Context: an optimization exercise on an open-source flow, tuned for small area, a short achievable clock period and few clock cycles per item. The choices shown serve that exercise and are no tape-out recipe. Where RTL was checked, it was by simulation tests only, not by an equivalence proof against the original. Power and IR drop assume default switching activity.

job 101:
## wallace_mac
module wallace_mac (
    input  wire        clk,
    input  wire        arst_n,
    input  wire        req,
    output logic       ack,
    input  wire [15:0] a,
    input  wire [15:0] b,
    input  wire [31:0] acc,
    input  wire        cin,
    output logic [32:0] result
);
For scale: roughly 880 cells after synthesis, ~85 flip-flops, ~100 I/O pins.
make LEC_CHECK=0 CAP_MARGIN=20 CORE_MARGIN=2 CORE_UTILIZATION=40 SETUP_SLACK_MARGIN=2.0 SLEW_MARGIN=20 SYNTH_HIERARCHICAL=1 SYNTH_MINIMUM_KEEP_SIZE=0 finish   # period 6.0 ns
run.sh (not shown) runs the stock make flow with config.mk's settings and CLKGATE_MAP_FILE= SYNTH_SCRIPT=/design/flow/synth_recipe.tcl, a recipe that flattens the netlist after the stock synthesis.
Job 101 reached the end of the flow, and the finished layout is clean on the timing, DRC and antenna checks.
The inputs of job 103 differ from those of job 101 as listed below.
Settings: SETUP_SLACK_MARGIN now 1.5, was 2.0.
Findings:
Compared with job 101, job 103 shows a higher register share of total power.
Taking job 101 as the reference point, the post-route cell area of job 103 falls by 2.2%.
Switching part of the total, job 101 and job 103: lower on job 103
STATUS count of vias placed by the detailed router: job 103 wins against job 101
NOTE: wire length on met3 in job 103 falls short of that of job 101
Against job 101, first-pass GRT wire length in job 103 fell by a few percent.
The run showing the smaller violation count after the first detailed-route iteration is job 101.
Lower layout-stage area growth over the synthesis result goes to job 103 over job 101.
Measured against each other, job 101 and job 103 differ in post-CTS setup-driven buffer insertion count, the higher figure coming from job 101.
Total wirelength of the detailed-routed design: job 103 better than job 101
Diff job 101..job 103 | synthesized area | negligible
No run of this note included a check of the RTL's function; only the layout flow was run.

## red
Another version of the RTL of wallace_mac (not shown whole).
Size: roughly 870 cells after synthesis, ~74 flip-flops, about 100 I/O pins, ~0.0092 mm^2 of cells after synthesis.
// wallace_mac
module wallace_mac (
    input  wire        clk,
    input  wire        arst_n,
    input  wire        req,
    output logic       ack,
    input  wire [15:0] a,
    input  wire [15:0] b,
    input  wire [31:0] acc,
    input  wire        cin,
    output logic [32:0] result
);
Settings: LEC_CHECK=0, CAP_MARGIN=20, CORE_MARGIN=2, CORE_UTILIZATION=40, SETUP_SLACK_MARGIN=2.0, SLEW_MARGIN=20, SYNTH_HIERARCHICAL=1, SYNTH_MINIMUM_KEEP_SIZE=0; clock period 6.0 ns.
Setup changes, red to purple
# red
export LEC_CHECK = 0
export CAP_MARGIN = 20
export CORE_MARGIN = 2
export CORE_UTILIZATION = 40
export SETUP_SLACK_MARGIN = 2.0
export SLEW_MARGIN = 20
export SYNTH_HIERARCHICAL = 1
export SYNTH_MINIMUM_KEEP_SIZE = 0
create_clock -name core_clock -period 6.0 [get_ports {clk}]
# purple
export LEC_CHECK = 0
export CAP_MARGIN = 20
export CORE_MARGIN = 2
export CORE_UTILIZATION = 40
export SETUP_SLACK_MARGIN = 2.4
export SLEW_MARGIN = 20
export SYNTH_HIERARCHICAL = 1
export SYNTH_MINIMUM_KEEP_SIZE = 0
create_clock -name core_clock -period 6.0 [get_ports {clk}]
### Flow results
- [compare] base=red new=purple: reported combinational group power higher, share of power burned in registers lower.
- Taking red as the reference, in purple layout cell share with drive strength beyond 1 went up by 13 points, final design utilization went up by 2.7 points.
Function was not checked in any run of this note: the RTL went through the layout flow alone.

wallace_mac, a different RTL version from the one above (not shown whole).
For scale: roughly 960 cells after synthesis, roughly 9800 µm² of cells after synthesis.
Settings: LEC_CHECK=0, CAP_MARGIN=20, CORE_MARGIN=2, CORE_UTILIZATION=40, CTS_BUF_LIST=sky130_fd_sc_hd__clkbuf_8, SETUP_SLACK_MARGIN=2.0, SLEW_MARGIN=20, SYNTH_HIERARCHICAL=1, SYNTH_MINIMUM_KEEP_SIZE=0; clock period 6.0 ns.
standard.sh (not shown) runs the stock make flow with config.mk's settings and CLKGATE_MAP_FILE= SYNTH_SCRIPT=/design/flow/synth_recipe.tcl, a recipe that flattens the netlist after the stock synthesis.
==> flow/flow/run.sh <==
#!/bin/bash
# The standard layout (the standard.sh: ORFS synthesis, then place and
# route), with two changes to how the layout is made:
#  - the port buffers that global placement inserts on every input and output
#    use a plain buffer cell (buf_2) rather than the delay cell the resizer
#    would pick by default;
#  - after the standard synthesis, the a21oi and nand2 gates that ABC mapped at
#    drive strength 2 start at drive strength 1 (same function and pins); the
#    resizer sizes up again whatever timing needs.
# Each step's full output goes to its own log file in this folder (ORFS's own
# per-step logs stay under orfs/logs/).
set -euo pipefail
export BUFFER_PORTS_ARGS="-buffer_cell sky130_fd_sc_hd__buf_2"
R="$PWD/orfs/results/sky130hd/wallace_mac/base"
bash standard.sh "$R/1_2_yosys.v" > synth_flow.log 2>&1
sed -i -E 's/sky130_fd_sc_hd__(a21oi|nand2)_2 /sky130_fd_sc_hd__\1_1 /' "$R/1_2_yosys.v"
grep -c "sky130_fd_sc_hd__a21oi_1 \|sky130_fd_sc_hd__nand2_1 " "$R/1_2_yosys.v" > downsize.log 2>&1 || true
bash standard.sh > standard_flow.log 2>&1
Testbench counts at the start, summed over its fixed seeds: cycles 16,000, items 8,000.
Change:
==> flow/flow/run.sh (replaced) <==
#!/bin/bash
# The standard layout (the standard.sh: ORFS synthesis and place and route,
# unchanged), except that the port buffers that global placement inserts on
# every input and output use a plain buffer cell rather than the delay cell
# the resizer would pick by default.
set -euo pipefail
export BUFFER_PORTS_ARGS="-buffer_cell ${PORT_BUFFER:-sky130_fd_sc_hd__buf_2}"
bash standard.sh > standard_flow.log 2>&1
The changed run completed with no timing, DRC or antenna violations.
Worst setup slack gains 0.021 ns.
Count of clock-buffer cells in the layout is unchanged.
Maximum frequency goes up slightly.
Hold slack gains 0.015 ns.
Flip-flop and latch count is unchanged.
Change:
Settings changed: SETUP_SLACK_MARGIN 2.0 to 2.1.
Via count barely changes.
Wire length is higher by 1.1%.
Maximum frequency is higher by 1.3%.
Sequential share of layout area barely changes.
Flip-flop and latch count stays the same.
Synthesized area stays the same.
Design area is higher by 0.30%.
Clock-buffer cell count stays the same.
Power is lower by 1.7%.
Cell count barely changes.
Worst setup slack improved by 0.050 ns.

Setup of v16:
Another version of the RTL of wallace_mac (not shown whole).
Size in the first run: ~920 cells after synthesis, ~76 flip-flops, ~100 I/O pins.
// wallace_mac
module wallace_mac (
    input  wire        clk,
    input  wire        arst_n,
    input  wire        req,
    output logic       ack,
    input  wire [15:0] a,
    input  wire [15:0] b,
    input  wire [31:0] acc,
    input  wire        cin,
    output logic [32:0] result
);
export LEC_CHECK = 0
export CAP_MARGIN = 20
export CORE_MARGIN = 2
export CORE_UTILIZATION = 40
export CTS_BUF_LIST = sky130_fd_sc_hd__clkbuf_8
export SETUP_SLACK_MARGIN = 2.15
export SLEW_MARGIN = 20
export SYNTH_HIERARCHICAL = 1
export SYNTH_MINIMUM_KEEP_SIZE = 0
create_clock -name core_clock -period 6.0 [get_ports {clk}]
==> flow/flow/run.sh <==
#!/bin/bash
# The standard layout (the standard.sh: ORFS synthesis and place and route,
# unchanged), except that the port buffers that global placement inserts on
# every input and output use a plain buffer cell rather than the delay cell
# the resizer would pick by default.
set -euo pipefail
export BUFFER_PORTS_ARGS="-buffer_cell ${PORT_BUFFER:-sky130_fd_sc_hd__buf_2}"
bash standard.sh > standard_flow.log 2>&1
Testbench counts of v16, summed over its fixed seeds: cycles 16,000, items 8,000.
Relative to v16, the following input files were edited for v56:
Settings: swapping 40 for 55 in CORE_UTILIZATION; swapping 2.15 for 2.0 in SETUP_SLACK_MARGIN.
[summary]
- When v56 is measured against v16, its setup slack turns out 52 ps higher.
- Re final design utilization: v16 and v56 aren't equal, and the higher value belongs to v56.
- Diff v16 and v56: area growth from synthesis to layout higher in v16
- The estimated power of v56 ends up higher than the estimate for v16.
- Worst slack at placement on v56 is behind v16.
- v56 | stages: all done | timing, DRC, antenna: all pass
- Going from v16 to v56, the net count reported at finish was found to have gone down by 7.
- Delta (v56 minus v16): die height -about 14%, largest voltage drop on the vdd net +about 120%, relative area of non-clock buffer cells in the final design -1.6 points.
The inputs of v24 differ from those of v56 as listed below.
Settings: CORE_UTILIZATION now 40, was 55.
-- flow/flow/run.sh --
<<< v56, line 7
export BUFFER_PORTS_ARGS="-buffer_cell ${PORT_BUFFER:-sky130_fd_sc_hd__buf_2}"
>>> v24, line 7
export BUFFER_PORTS_ARGS="-buffer_cell ${PORT_BUFFER:-sky130_fd_sc_hd__buf_1}"
==> comparison <==
Summary of v24 over v56: non-clock buffer count climbed 32; endpoint arrival time on the critical path went down 1370 ps; number of multi-input logic gates flat.
Here is what was changed in the inputs of v14 compared with v24.
-- flow/flow/run.sh --
<<< v24, line 7
export BUFFER_PORTS_ARGS="-buffer_cell ${PORT_BUFFER:-sky130_fd_sc_hd__buf_1}"
>>> v14, line 7
export BUFFER_PORTS_ARGS="-buffer_cell ${PORT_BUFFER:-sky130_fd_sc_hd__buf_2}"
--- outcome ---
When v14 is set beside v24, its setup slack turns out to be 78 ps larger. v14 vs v24: HPWL reported at the end of detailed placement down by a few percent. Sort v14 and v24 by signed area change from the synthesized netlist to the final layout desc -> top: v24. In the tables for v14 and v24, minimum clock period after layout reads lower with v14. The utilization in v14 sits 0.81 points below the value recorded for v24. Any difference in clock network power share between v24 and v14 is small enough to ignore. v14 ends up with a proportion of cell area occupied by registers that is 0.25 points higher than in v24. As far as number of hold-slack violations in the final timing report goes, v14 and v24 are indistinguishable; the numbers are identical. Final instance area: v14 vs v24 down 200 um^2. Relative to v24, final worst-path cycle share decreased by 1.3 points in v14. Compared with v24, v14 shows a critical path depth that is 1 lower.

wallace_mac, a different RTL version from the one above (not shown whole).
For scale: about 950 cells after synthesis, roughly 71 flip-flops, ~100 I/O pins.
clock: 6.0 ns
lec_check: 0
cap_margin: 20
core_margin: 2
core_utilization: 40
cts_buf_list: sky130_fd_sc_hd__clkbuf_8
setup_slack_margin: 2.15
slew_margin: 20
synth_hierarchical: 1
synth_minimum_keep_size: 0
==> flow/flow/run.sh <==
#!/bin/bash
# The standard layout (the standard.sh: ORFS synthesis and place and route,
# unchanged), except that the port buffers that global placement inserts on
# every input and output use a plain buffer cell rather than the delay cell
# the resizer would pick by default.
set -euo pipefail
export BUFFER_PORTS_ARGS="-buffer_cell ${PORT_BUFFER:-sky130_fd_sc_hd__buf_2}"
bash standard.sh > standard_flow.log 2>&1
Testbench counts at the start, summed over its fixed seeds: cycles 16,000, items 8,000.
Edit:
==> flow/flow/run.sh (replaced) <==
#!/bin/bash
# The standard layout (the standard.sh: ORFS synthesis, then place and
# route), with two changes to how the layout is made:
#  - the port buffers that global placement inserts on every input and output
#    use a plain buffer cell (buf_2) rather than the delay cell the resizer
#    would pick by default;
#  - after the standard synthesis, the a21oi and nand2 gates that ABC mapped at
#    drive strength 2 start at drive strength 1 (same function and pins); the
#    resizer sizes up again whatever timing needs.
# Each step's full output goes to its own log file in this folder (ORFS's own
# per-step logs stay under orfs/logs/).
set -euo pipefail
export BUFFER_PORTS_ARGS="-buffer_cell sky130_fd_sc_hd__buf_2"
R="$PWD/orfs/results/sky130hd/wallace_mac/base"
bash standard.sh "$R/1_2_yosys.v" > synth_flow.log 2>&1
sed -i -E 's/sky130_fd_sc_hd__(a21oi|nand2)_2 /sky130_fd_sc_hd__\1_1 /' "$R/1_2_yosys.v"
grep -c "sky130_fd_sc_hd__a21oi_1 \|sky130_fd_sc_hd__nand2_1 " "$R/1_2_yosys.v" > downsize.log 2>&1 || true
bash standard.sh > standard_flow.log 2>&1
- SETUP_SLACK_MARGIN: 2.15 -> 2.05
What happened: The new run finished clean. Routed wire length goes down by about 2%. First-iteration DRC count goes down by about 30%. Maximum frequency goes up by about 0.37%.
Edit:
==> flow/flow/run.sh (replaced) <==
#!/bin/bash
# The standard layout (the standard.sh: ORFS synthesis and place and route,
# unchanged), except that the port buffers that global placement inserts on
# every input and output use a plain buffer cell rather than the delay cell
# the resizer would pick by default.
set -euo pipefail
export BUFFER_PORTS_ARGS="-buffer_cell ${PORT_BUFFER:-sky130_fd_sc_hd__buf_2}"
bash standard.sh > standard_flow.log 2>&1
- SETUP_SLACK_MARGIN: 2.05 -> 2.0
What happened: The new run finished with timing, DRC and antenna clean. Via count goes down by 0.67%. Total power goes down by 5.0%. Worst hold slack degrades by 0.017 ns. Setup slack improves by 0.071 ns. Wire length goes down by 3.0%. Die area goes up by 2.5%. Combinational power goes down by 5.3%. Cell count hardly moves. Sequential share of layout area barely changes. Non-clock buffer count goes down by 2.
Edit:
- SETUP_SLACK_MARGIN: 2.0 -> 1.95
=> Total power increases by 7.3%. Final cell count rises by 0.54%. Sequential power is about the same. Cell area went up by 0.85%. Non-clock buffer count rises by 7. Via count is higher by 1.6%. Fmax decreases by 1.1%.
Edit:
- GPL_ROUTABILITY_DRIVEN: not set -> 0
- SETUP_SLACK_MARGIN: 1.95 -> 2.1
The changed run finished with timing, DRC and antenna clean.
Via count came out lower by 1.8%.
Final area came out lower by 0.75%.
Die area does not change.

==> what the ideal ports hide <==
In the flow no input, the clock included, has a driving cell. The finished layouts below were timed again as built, in two steps. Step 1, drivers: a clkbuf_16 drives clk and a buf_2 each remaining input, both assumed. Step 2 moves the port delays by t, midway between the first and last clock arrival at a register: inputs arrive t later, outputs are due t later. That takes back most of the time a late clock gives input paths. Slacks: ideal ports / drivers / drivers and shift; pairs: ideal ports / drivers.
run	t, ns	setup WS [ns]	worst setup path after step 2
job 101	0.393	1.052 / 1.008 / 1.400	register to output
job 103	0.391	1.082 / 1.040 / 1.196	input to register
red	0.393	1.697 / 1.649 / 1.606	input to register
purple	0.396	1.736 / 1.689 / 1.550	input to register
the first run of note 3	0.418	2.061 / 2.018 / 1.682	input to register
the second run of note 3	0.408	2.083 / 2.068 / 1.672	input to register
the third run of note 3	0.412	2.133 / 2.090 / 1.762	input to register
v16	0.406	1.992 / 1.950 / 1.738	input to register
v56	0.409	2.044 / 2.021 / 1.634	input to register
v24	0.428	1.974 / 1.930 / 1.646	input to register
v14	0.420	2.051 / 2.008 / 1.643	input to register
the first run of note 5	0.408	2.020 / 1.982 / 1.767	input to register
the second run of note 5	0.407	2.034 / 1.994 / 1.702	input to register
the third run of note 5	0.417	2.105 / 2.064 / 1.704	input to register
the fourth run of note 5	0.406	2.061 / 2.020 / 1.677	input to register
the fifth run of note 5	0.419	2.143 / 2.101 / 1.768	input to register
After both steps setup and hold are still met in every run listed. The setup slack of the second run of note 3, which loses most, moves by -0.015 ns with the drivers and by -0.411 ns with both steps.
